From an optimization exercise on the open Yosys and OpenROAD flow, aimed at small area; shortcuts taken in it are not production practice. No activity file was given, so power comes from the tool's default toggle rates.

==> inputs of trial 7 <==
Design ecg_feature_top, start of the top module:
module ecg_feature_top (
    input  wire                    wclk,
    input  wire                    rst_n,
    input  wire                    feature_rdy,
    input  wire                    mode,
    input  wire [4-1:0] cnt_lead,
    input  ecg_feature_pkg::interval_t              rr_pre,
    input  ecg_feature_pkg::interval_t              rr_post,
    input  ecg_feature_pkg::interval_t              q_loc,
    input  ecg_feature_pkg::interval_t              s_loc,
    input  ecg_feature_pkg::interval_t              r_loc,
    input  ecg_feature_pkg::interval_t              t_loc,
    input  ecg_feature_pkg::interval_t              st_loc,
    input  ecg_feature_pkg::amp_t                   r_amp,
    input  ecg_feature_pkg::amp_t                   q_amp,
    input  ecg_feature_pkg::amp_t                   s_amp,
    input  ecg_feature_pkg::amp_t                   p_amp,
    input  ecg_feature_pkg::amp_t                   t_amp,
    input  ecg_feature_pkg::amp_t                   st_amp,
    input  ecg_feature_pkg::amp_t                   st_amp_2,
    input  ecg_feature_pkg::amp_t                   st_amp_4,
    input  ecg_feature_pkg::amp_t                   st_amp_6,
    input  ecg_feature_pkg::amp_t                   iso_line,
    output ecg_feature_pkg::interval_t              rr_diff,
    output ecg_feature_pkg::interval_t              qrs,
    output ecg_feature_pkg::interval_t              rr_pre_rr_ave,
    output ecg_feature_pkg::interval_t              rr_post_rr_ave,
    output ecg_feature_pkg::interval_t              qrs_cur_qrs_ave,
    output ecg_feature_pkg::amp_t                   r_amp_r_amp_ave,
    output ecg_feature_pkg::amp_t                   q_amp_q_amp_ave,
    output ecg_feature_pkg::amp_t                   s_amp_s_amp_ave,
    output ecg_feature_pkg::amp_t                   p_amp_p_amp_ave,
    output ecg_feature_pkg::amp_t                   t_amp_t_amp_ave,
    output ecg_feature_pkg::amp_t                   q_amp_iso,
    output ecg_feature_pkg::amp_t                   s_amp_iso,
    output ecg_feature_pkg::amp_t                   t_amp_iso,
    output ecg_feature_pkg::amp_t                   st_amp_iso,
    output ecg_feature_pkg::amp_t                   st_slo,
    output ecg_feature_pkg::feat_sum_t              q_amp_iso_sum,
    output ecg_feature_pkg::feat_sum_t              s_amp_iso_sum,
    output ecg_feature_pkg::feat_sum_t              t_amp_iso_sum,
    output ecg_feature_pkg::feat_sum_t              st_amp_iso_sum,
    output ecg_feature_pkg::feat_sum_t              st_slo_sum,
    output logic                   feature_done,
    output logic                   init_features_end
);
clock: 10.0 ns
lec_check: 0
abc_area: 1
cap_margin: 20
core_margin: 2
core_utilization: 60
slew_margin: 20
buffer_ports_args: -buffer_cell sky130_fd_sc_hd__buf_1
cts_args: -sink_clustering_enable -repair_clock_nets -buf_list sky130_fd_sc_hd__clkbuf_4 -sink_clustering_size 10 -sink_clustering_max_diameter 40 -dont_use_dummy_load
standard.sh (not shown) runs the stock make flow with config.mk's settings and CLKGATE_MAP_FILE= SYNTH_SCRIPT=/design/flow/synth_recipe.tcl, a recipe that flattens the netlist after the stock synthesis.
==> flow/flow/run.sh <==
#!/bin/bash
# ORFS layout as the standard.sh runs it, with these changes:
#  - synthesis maps logic with ABC's &nf area mapper (flow/synth_wrap.tcl);
#  - the port buffers use the smallest buffer cell, buf_1;
#  - the clock tree uses larger sink clusters and no dummy loads.
set -euo pipefail
W=$PWD
cat >> config.mk <<EOC
export BUFFER_PORTS_ARGS = -buffer_cell sky130_fd_sc_hd__buf_1
export CTS_ARGS = -sink_clustering_enable -repair_clock_nets -buf_list sky130_fd_sc_hd__clkbuf_4 -sink_clustering_size 10 -sink_clustering_max_diameter 40 -dont_use_dummy_load
EOC
export ECG_ABC_SCRIPT=$W/flow/abc_nf.script
make -C "$FLOW_HOME" DESIGN_CONFIG=$W/config.mk WORK_HOME=$W/orfs CLKGATE_MAP_FILE= \
  SYNTH_SCRIPT=$W/flow/synth_wrap.tcl finish > $W/make_finish.log 2>&1
R=$W/orfs/results/$FLOW_PLATFORM/ecg_feature_top/base
: # left out here: write the final layout as DEF
==> flow/flow/abc_nf.script <==
&get -n
&st
&dc2
&dch
&nf -R 1000
&put
==> flow/flow/synth_wrap.tcl <==
proc synth {args} { yosys synth -nofsm -noshare {*}$args }
proc abc {args} {
  set i [lsearch -exact $args -script]
  if {$i >= 0} { lset args [expr {$i + 1}] $::env(ECG_ABC_SCRIPT) }
  yosys abc {*}$args
}
proc extract_fa {args} { yosys extract_fa -fa {*}$args }
source $::env(SCRIPTS_DIR)/synth.tcl
# left out here: clear keep_hierarchy, flatten, clean up, hide names made inside functions, write 1_2_yosys.v
==> inputs of trial 20, as changes to trial 7 <==
--- a/flow/design.v
+++ b/flow/design.v
@@ -67,10 +67,11 @@
     logic [3:0] ph;
     logic       ext;
     logic [3:0] beats;
     logic       zs;
     wire       run      = (state == S_RUN);
+    wire [4:0] step     = {ext, ph};
     logic [8:0]  k9;
     logic [11:0] k12;
     always_comb begin
         for (int j = 0; j < 8; j++) k9[j] = (ph == 4'(j));
         k9[8] = (ph >= 4'd8);
@@ -80,31 +81,30 @@
     wire       init     = beats[3];
     wire       lead0    = (cnt_lead == 4'd0);
     wire       do_avg   = !mode || lead0;
     wire       do_mi    = mode;
     wire       beat_end = !mode || (cnt_lead == 4'd11);
-    wire w15 = run && !ext;                        
-    wire w16 = run && (!ext || ph == 4'd0);        
-    wire w9  = w15 && (ph <= 4'd8);
-    wire w12 = w15 && (ph <= 4'd11);
+    wire w16 = run && !ext;
+    wire w9  = w16 && (ph <= 4'd8);
+    wire w12 = w16 && (ph <= 4'd11);
     assign feature_done      = (state == S_DONE);
     assign init_features_end = beats[3];
     always_ff @(posedge wclk or negedge rst_n) begin
         if (!rst_n) begin
             state <= S_IDLE;
             ph    <= 4'd0;
             ext   <= 1'b0;
             beats <= 4'd0;
             zs    <= 1'b1;
         end else begin
-            ph <= (ph == 4'd14) ? 4'd0 : ph + 4'd1;
+            ph <= ph + 4'd1;
             case (state)
-                S_IDLE: if (feature_rdy) state <= (ph == 4'd14) ? S_RUN : S_WAIT;
-                S_WAIT: if (ph == 4'd14) state <= S_RUN;
+                S_IDLE: if (feature_rdy) state <= (ph == 4'd15) ? S_RUN : S_WAIT;
+                S_WAIT: if (ph == 4'd15) state <= S_RUN;
                 S_RUN: begin
-                    if (ph == 4'd14) ext <= 1'b1;
-                    if (ext && ph == 4'd2) begin
+                    if (ph == 4'd15) ext <= 1'b1;
+                    if (ext && ph == 4'd1) begin
                         ext   <= 1'b0;
                         state <= S_DONE;
                     end
                 end
                 default: begin
@@ -125,20 +125,20 @@
     end
     always_ff @(posedge wclk) begin
         rr_diff <= (({f_rd[0], rr_diff[8:1]}) & {$bits(rr_diff){rst_n && (w9 && do_avg)}}) | ((rr_diff) & {$bits(rr_diff){rst_n && !(w9 && do_avg)}});
         qrs <= (({f_qr[0], qrs[8:1]}) & {$bits(qrs){rst_n && (w9 && do_avg)}}) | ((qrs) & {$bits(qrs){rst_n && !(w9 && do_avg)}});
     end
-    wire en_acc = w15 && do_avg;
+    wire en_acc = w16 && do_avg;
     wire en_d9  = w9 && do_avg;
     wire en_d12 = w12 && do_avg;
-    logic [14:0] sum_rr;
-    logic [14:0] sum_qrs;
-    logic [14:0] sum_r;
-    logic [14:0] sum_q;
-    logic [14:0] sum_s;
-    logic [14:0] sum_p;
-    logic [14:0] sum_t;
+    logic [15:0] sum_rr;
+    logic [15:0] sum_qrs;
+    logic [15:0] sum_r;
+    logic [15:0] sum_q;
+    logic [15:0] sum_s;
+    logic [15:0] sum_p;
+    logic [15:0] sum_t;
     logic c_rr, c_rp, c_qs, c_r, c_q, c_s, c_p, c_t;
     wire y_rr = init ? !(sum_rr[3] && !zs) : (sum_rr[0] && !zs);
     wire y_qs = init ? !(sum_qrs[3] && !zs) : (sum_qrs[0] && !zs);
     wire y_r  = init ? !(sum_r[3] && !zs) : (sum_r[0] && !zs);
     wire y_q  = init ? !(sum_q[3] && !zs) : (sum_q[0] && !zs);
@@ -162,17 +162,17 @@
         c_r  <= en_acc ? f_r[1]  : init;
         c_q  <= en_acc ? f_q[1]  : init;
         c_s  <= en_acc ? f_s[1]  : init;
         c_p  <= en_acc ? f_p[1]  : init;
         c_t  <= en_acc ? f_t[1]  : init;
-        sum_rr  <= {wr_sum ? f_rr[0] : sum_rr[0],  sum_rr[14:1]};
-        sum_qrs <= {wr_sum ? f_qs[0] : sum_qrs[0], sum_qrs[14:1]};
-        sum_r   <= {wr_sum ? f_r[0]  : sum_r[0],   sum_r[14:1]};
-        sum_q   <= {wr_sum ? f_q[0]  : sum_q[0],   sum_q[14:1]};
-        sum_s   <= {wr_sum ? f_s[0]  : sum_s[0],   sum_s[14:1]};
-        sum_p   <= {wr_sum ? f_p[0]  : sum_p[0],   sum_p[14:1]};
-        sum_t   <= {wr_sum ? f_t[0]  : sum_t[0],   sum_t[14:1]};
+        sum_rr  <= {wr_sum ? f_rr[0] : sum_rr[0],  sum_rr[15:1]};
+        sum_qrs <= {wr_sum ? f_qs[0] : sum_qrs[0], sum_qrs[15:1]};
+        sum_r   <= {wr_sum ? f_r[0]  : sum_r[0],   sum_r[15:1]};
+        sum_q   <= {wr_sum ? f_q[0]  : sum_q[0],   sum_q[15:1]};
+        sum_s   <= {wr_sum ? f_s[0]  : sum_s[0],   sum_s[15:1]};
+        sum_p   <= {wr_sum ? f_p[0]  : sum_p[0],   sum_p[15:1]};
+        sum_t   <= {wr_sum ? f_t[0]  : sum_t[0],   sum_t[15:1]};
     end
     always_ff @(posedge wclk) begin
         rr_pre_rr_ave <= (({init && f_rr[0], rr_pre_rr_ave[8:1]}) & {$bits(rr_pre_rr_ave){rst_n && (en_d9)}}) | ((rr_pre_rr_ave) & {$bits(rr_pre_rr_ave){rst_n && !(en_d9)}});
         rr_post_rr_ave <= (({init && f_rp[0], rr_post_rr_ave[8:1]}) & {$bits(rr_post_rr_ave){rst_n && (en_d9)}}) | ((rr_post_rr_ave) & {$bits(rr_post_rr_ave){rst_n && !(en_d9)}});
         qrs_cur_qrs_ave <= (({init && f_qs[0], qrs_cur_qrs_ave[8:1]}) & {$bits(qrs_cur_qrs_ave){rst_n && (en_d9)}}) | ((qrs_cur_qrs_ave) & {$bits(qrs_cur_qrs_ave){rst_n && !(en_d9)}});
@@ -184,11 +184,11 @@
         p_amp_p_amp_ave <= (({init && f_p[0], p_amp_p_amp_ave[11:1]}) & {$bits(p_amp_p_amp_ave){rst_n && (en_d12)}}) | ((p_amp_p_amp_ave) & {$bits(p_amp_p_amp_ave){rst_n && !(en_d12)}});
         t_amp_t_amp_ave <= (({init && f_t[0], t_amp_t_amp_ave[11:1]}) & {$bits(t_amp_t_amp_ave){rst_n && (en_d12)}}) | ((t_amp_t_amp_ave) & {$bits(t_amp_t_amp_ave){rst_n && !(en_d12)}});
     end
     wire en_i12 = w12 && do_mi;
     wire en_i16 = w16 && do_mi;
-    wire lo12   = !ext && (ph <= 4'd11);
+    wire lo12   = (ph <= 4'd11);
     logic c_qi, c_si, c_ti, c_sti;
     logic c_qis, c_sis, c_tis, c_stis;
     wire iso_b = !b12(iso_line, k12);
     wire [1:0] f_qi  = b12(q_amp, k12)    + {1'b0, iso_b} + {1'b0, c_qi};
     wire [1:0] f_si  = b12(s_amp, k12)    + {1'b0, iso_b} + {1'b0, c_si};
@@ -228,18 +228,18 @@
     wire       no_wave   = (t_loc == 9'd255) || (r_loc == 9'd255);
     wire       ge8       = !st_t_dist[8] && (st_t_dist[7:3] != 5'd0);
     wire       ge4       = !st_t_dist[8] && (st_t_dist[7:2] != 6'd0);
     wire       sel6      = !no_wave && ge8;
     wire       sel4      = !no_wave && !ge8 && ge4;
-    wire [3:0] sh        = sel6 ? 4'd2 : (sel4 ? 4'd1 : 4'd0);
+    wire [4:0] sh        = sel6 ? 5'd2 : (sel4 ? 5'd1 : 5'd0);
     logic c_sl, c_sls;
     wire a_sl = sel6 ? b12(st_amp_6, k12) : (sel4 ? b12(st_amp_4, k12) : b12(st_amp_2, k12));
     wire b_sl = (sel6 || sel4) ? b12(st_amp_2, k12) : b12(st_amp, k12);
     wire [1:0] f_sl = a_sl + {1'b0, !b_sl} + {1'b0, c_sl};
     wire sl_b = !no_wave && f_sl[0];
-    wire sl_lo  = !ext && (ph >= sh) && (ph <= sh + 4'd11);
-    wire sl_win = (!ext && (ph >= sh)) || (ext && (ph <= sh));
+    wire sl_lo  = (step >= sh) && (step <= sh + 5'd11);
+    wire sl_win = (step >= sh) && (step <= sh + 5'd15);
     wire sls_b  = sl_lo ? sl_b : st_slo[11];
     wire [1:0] g_sl = (lead0 ? 1'b0 : st_slo_sum[0]) + {1'b0, sls_b} + {1'b0, c_sls};
     always_ff @(posedge wclk) begin
         c_sl  <= run ? f_sl[1] : 1'b1;
         c_sls <= (run && sl_win) ? g_sl[1] : 1'b0;
--- a/flow/flow/run.sh
+++ b/flow/flow/run.sh
@@ -5,11 +5,11 @@
 #  - the clock tree uses larger sink clusters and no dummy loads.
 set -euo pipefail
 W=$PWD
 cat >> config.mk <<EOC
 export BUFFER_PORTS_ARGS = -buffer_cell sky130_fd_sc_hd__buf_1
-export CTS_ARGS = -sink_clustering_enable -repair_clock_nets -buf_list sky130_fd_sc_hd__clkbuf_4 -sink_clustering_size 10 -sink_clustering_max_diameter 40 -dont_use_dummy_load
+export CTS_ARGS = -sink_clustering_enable -repair_clock_nets -buf_list sky130_fd_sc_hd__clkbuf_8 -sink_clustering_size 16 -sink_clustering_max_diameter 50 -dont_use_dummy_load
 EOC
 export ECG_ABC_SCRIPT=$W/flow/abc_nf.script
 make -C "$FLOW_HOME" DESIGN_CONFIG=$W/config.mk WORK_HOME=$W/orfs CLKGATE_MAP_FILE= \
   SYNTH_SCRIPT=$W/flow/synth_wrap.tcl finish > $W/make_finish.log 2>&1
 R=$W/orfs/results/$FLOW_PLATFORM/ecg_feature_top/base
==> flow/flow/abc_nf.script (replaced) <==
&get -n
&st
&dch
&nf
&put
topo
==> flow/flow/synth_wrap.tcl (replaced) <==
# The standard flow's synthesis (synth_recipe.tcl) with one change: Yosys's abc call uses
# the area-oriented &nf mapper script in ECG_ABC_SCRIPT instead of ORFS's
# abc_area.script. Registers and their names are untouched.
proc synth {args} { yosys synth -nofsm -noshare {*}$args }
proc abc {args} {
  set i [lsearch -exact $args -script]
  if {$i >= 0} { lset args [expr {$i + 1}] $::env(ECG_ABC_SCRIPT) }
  yosys abc {*}$args
}
source $::env(SCRIPTS_DIR)/synth.tcl
# left out here: clear keep_hierarchy, flatten, clean up, hide names made inside functions, write 1_2_yosys.v
- CORE_UTILIZATION: 60 -> 40
- CTS_ARGS: -sink_clustering_enable -repair_clock_nets -buf_list sky130_fd_sc_hd__clkbuf_4 -sink_clustering_size 10 -sink_clustering_max_diameter 40 -dont_use_dummy_load -> -sink_clustering_enable -repair_clock_nets -buf_list sky130_fd_sc_hd__clkbuf_8 -sink_clustering_size 16 -sink_clustering_max_diameter 50 -dont_use_dummy_load
==> qor summary <==
	trial 7	trial 20
Result of the run	complete, no violations	complete, no violations
Share of flip-flops with an asynchronous set or reset after synthesis	3.14%	3.08%
Routed length on met2	16300 um	16000 um
Part of the cycle the worst path needs	57.2%	61.2%
Portion of netlist area occupied by mux cells	0.631%	0.686%
Proportion of final cell area spent on non-clock buffers	12.2%	11.2%
Clock Network Area Fraction	2.27%	3.18%
Maximum number of pins on one net before global-route repair	65	66
Sequential fraction of design power	60.8%	59.4%
Start point of the critical path	t_loc[0]	t_loc[3]
Highest achievable clock rate	175 MHz	163 MHz
DR pass1 iterations	8	5
Area share of fa/ha/maj cells after synthesis	3.42%	5.49%
Final hold slack	0.299 ns	0.294 ns
Met1 Track Usage GR	39.9%	25.0%
Function was not checked in any run of this note: the RTL went through the layout flow alone.


==> trial 5: inputs <==
ecg_feature_top, a different RTL version from the one above (not shown whole).
Settings: LEC_CHECK=0, ABC_AREA=1, CAP_MARGIN=20, CORE_MARGIN=2, CORE_UTILIZATION=40, SLEW_MARGIN=20; clock period 10.0 ns.
run.sh (not shown) runs the stock make flow with config.mk's settings and CLKGATE_MAP_FILE= SYNTH_SCRIPT=/design/flow/synth_recipe.tcl, a recipe that flattens the netlist after the stock synthesis.
Stock flow here: none of the scripts above is used.
==> trial 32 (differences from trial 5) <==
==> flow/flow/run.sh (new file) <==
#!/bin/bash
# Standard ORFS layout, except that the port buffers the standard flow's flow inserts
# use the smallest buffer cell (buf_1) instead of the resizer's default pick.
set -euo pipefail
echo "export BUFFER_PORTS_ARGS = -buffer_cell sky130_fd_sc_hd__buf_1" >> config.mk
bash standard.sh > standard_flow.log 2>&1
==> flow/standard.sh (new file) <==
#!/bin/bash
# synth_recipe.tcl (not shown) runs the flow's synth.tcl, then flattens the netlist and writes it again
# the make line also repeats each setting of config.mk as NAME=value (left out here)
make -C /OpenROAD-flow-scripts/flow DESIGN_CONFIG=/design/flow/config.mk WORK_HOME=/design/flow/orfs CLKGATE_MAP_FILE= SYNTH_SCRIPT=/design/flow/synth_recipe.tcl "${@:-finish}"
--- a/flow/config.mk
+++ b/flow/config.mk
@@ -9,4 +9,6 @@
 export CAP_MARGIN = 20
 export CORE_MARGIN = 2
 export CORE_UTILIZATION = 40
+export CTS_BUF_LIST = sky130_fd_sc_hd__clkbuf_4
 export SLEW_MARGIN = 20
+export BUFFER_PORTS_ARGS = -buffer_cell sky130_fd_sc_hd__buf_1
removed: flow/run.sh
==> trial 85 (differences from trial 5) <==
==> flow/flow/run.sh (new file) <==
#!/bin/bash
# Standard ORFS layout, except that the port buffers the standard flow's flow inserts
# use the smallest buffer cell (buf_1) instead of the resizer's default pick.
set -euo pipefail
echo "export BUFFER_PORTS_ARGS = -buffer_cell sky130_fd_sc_hd__buf_1" >> config.mk
bash standard.sh > standard_flow.log 2>&1
==> flow/standard.sh (new file) <==
#!/bin/bash
# synth_recipe.tcl (not shown) runs the flow's synth.tcl, then flattens the netlist and writes it again
# the make line also repeats each setting of config.mk as NAME=value (left out here)
make -C /OpenROAD-flow-scripts/flow DESIGN_CONFIG=/design/flow/config.mk WORK_HOME=/design/flow/orfs CLKGATE_MAP_FILE= SYNTH_SCRIPT=/design/flow/synth_recipe.tcl "${@:-finish}"
--- a/flow/config.mk
+++ b/flow/config.mk
@@ -9,4 +9,6 @@
 export CAP_MARGIN = 20
 export CORE_MARGIN = 2
 export CORE_UTILIZATION = 40
+export CTS_BUF_LIST = sky130_fd_sc_hd__clkbuf_8
 export SLEW_MARGIN = 20
+export BUFFER_PORTS_ARGS = -buffer_cell sky130_fd_sc_hd__buf_1
removed: flow/run.sh
==> key figures <==
Power and ir drop
  – PwrDens: 215.6 mW/mm^2

Hold path
  – Worst Hold Path EP: sum_qrs[11]

STA
  – Max-slew headroom: 0.3146
  – Clock Skew: 0.02967 ns

Detailed routing
  – Drt total wl: 43300 um

Outcome
  – Status: finished clean

Finish
  – Seq area share: 0.3804

GRT
  – Largest net degree at the start of global routing: 118

Worst setup path
  – R2r endpoint: qrs_cur_qrs_ave[8]
  – Crit path largest cell delay: 0.47 ns
Source of the figures above: trial 5

==> key figures <==
Finish
  – Seq area share: 0.4410

STA
  – Clock Skew: 0.04207 ns
  – Max-slew headroom: 0.3109

Outcome
  – Status: finished clean

GRT
  – Largest net degree at the start of global routing: 124

Worst setup path
  – R2r endpoint: st_slo_sum[15]
  – Crit path largest cell delay: 0.43 ns

Hold path
  – Worst Hold Path EP: sum_t[11]

Power and ir drop
  – PwrDens: 225.9 mW/mm^2
Source of the figures above: trial 32

==> key figures <==
Outcome
  – Status: finished clean

Hold path
  – Worst Hold Path EP: sum_rr[3]

Finish
  – Seq area share: 0.4365

Worst setup path
  – Crit path largest cell delay: 0.45 ns
  – R2r endpoint: st_slo_sum[15]

STA
  – Max-slew headroom: 0.3018

Power and ir drop
  – PwrDens: 233.7 mW/mm^2

GRT
  – Largest net degree at the start of global routing: 124
Source of the figures above: trial 85

No run of this note included a check of the RTL's function; only the layout flow was run.

-- re-timing with driven ports --
The results above use ideal ports. As a check the final layouts listed here were re-extracted and re-timed, cells and wires unchanged. Step 1 sets driving cells, clkbuf_16 on the clock port and buf_2 on the other inputs (assumed; they add their load-dependent delay and slew). Step 2, shift: input delay + t, output delay - t, t = (earliest + latest rising clock arrival at the registers) / 2. This alone moves slack from input paths to output paths. a / b / c = ideal ports / drivers / drivers and shift; a / b = the first two.
run | t (ns) | setup slack, ns | worst slew at a driven data input, ns
trial 7 | 0.653 | 4.283 / 4.308 / 3.655 | 0.14
trial 20 | 0.553 | 3.878 / 3.898 / 3.345 | 0.11
trial 5 | 0.577 | 4.410 / 4.436 / 3.859 | 0.11
trial 32 | 0.748 | 5.004 / 5.026 / 4.278 | 0.12
trial 85 | 0.659 | 4.900 / 4.916 / 4.257 | 0.12
After both steps setup and hold are still met in every run listed. The setup slack of trial 32, which loses most, moves by +0.022 ns with the drivers and by -0.726 ns with both steps.
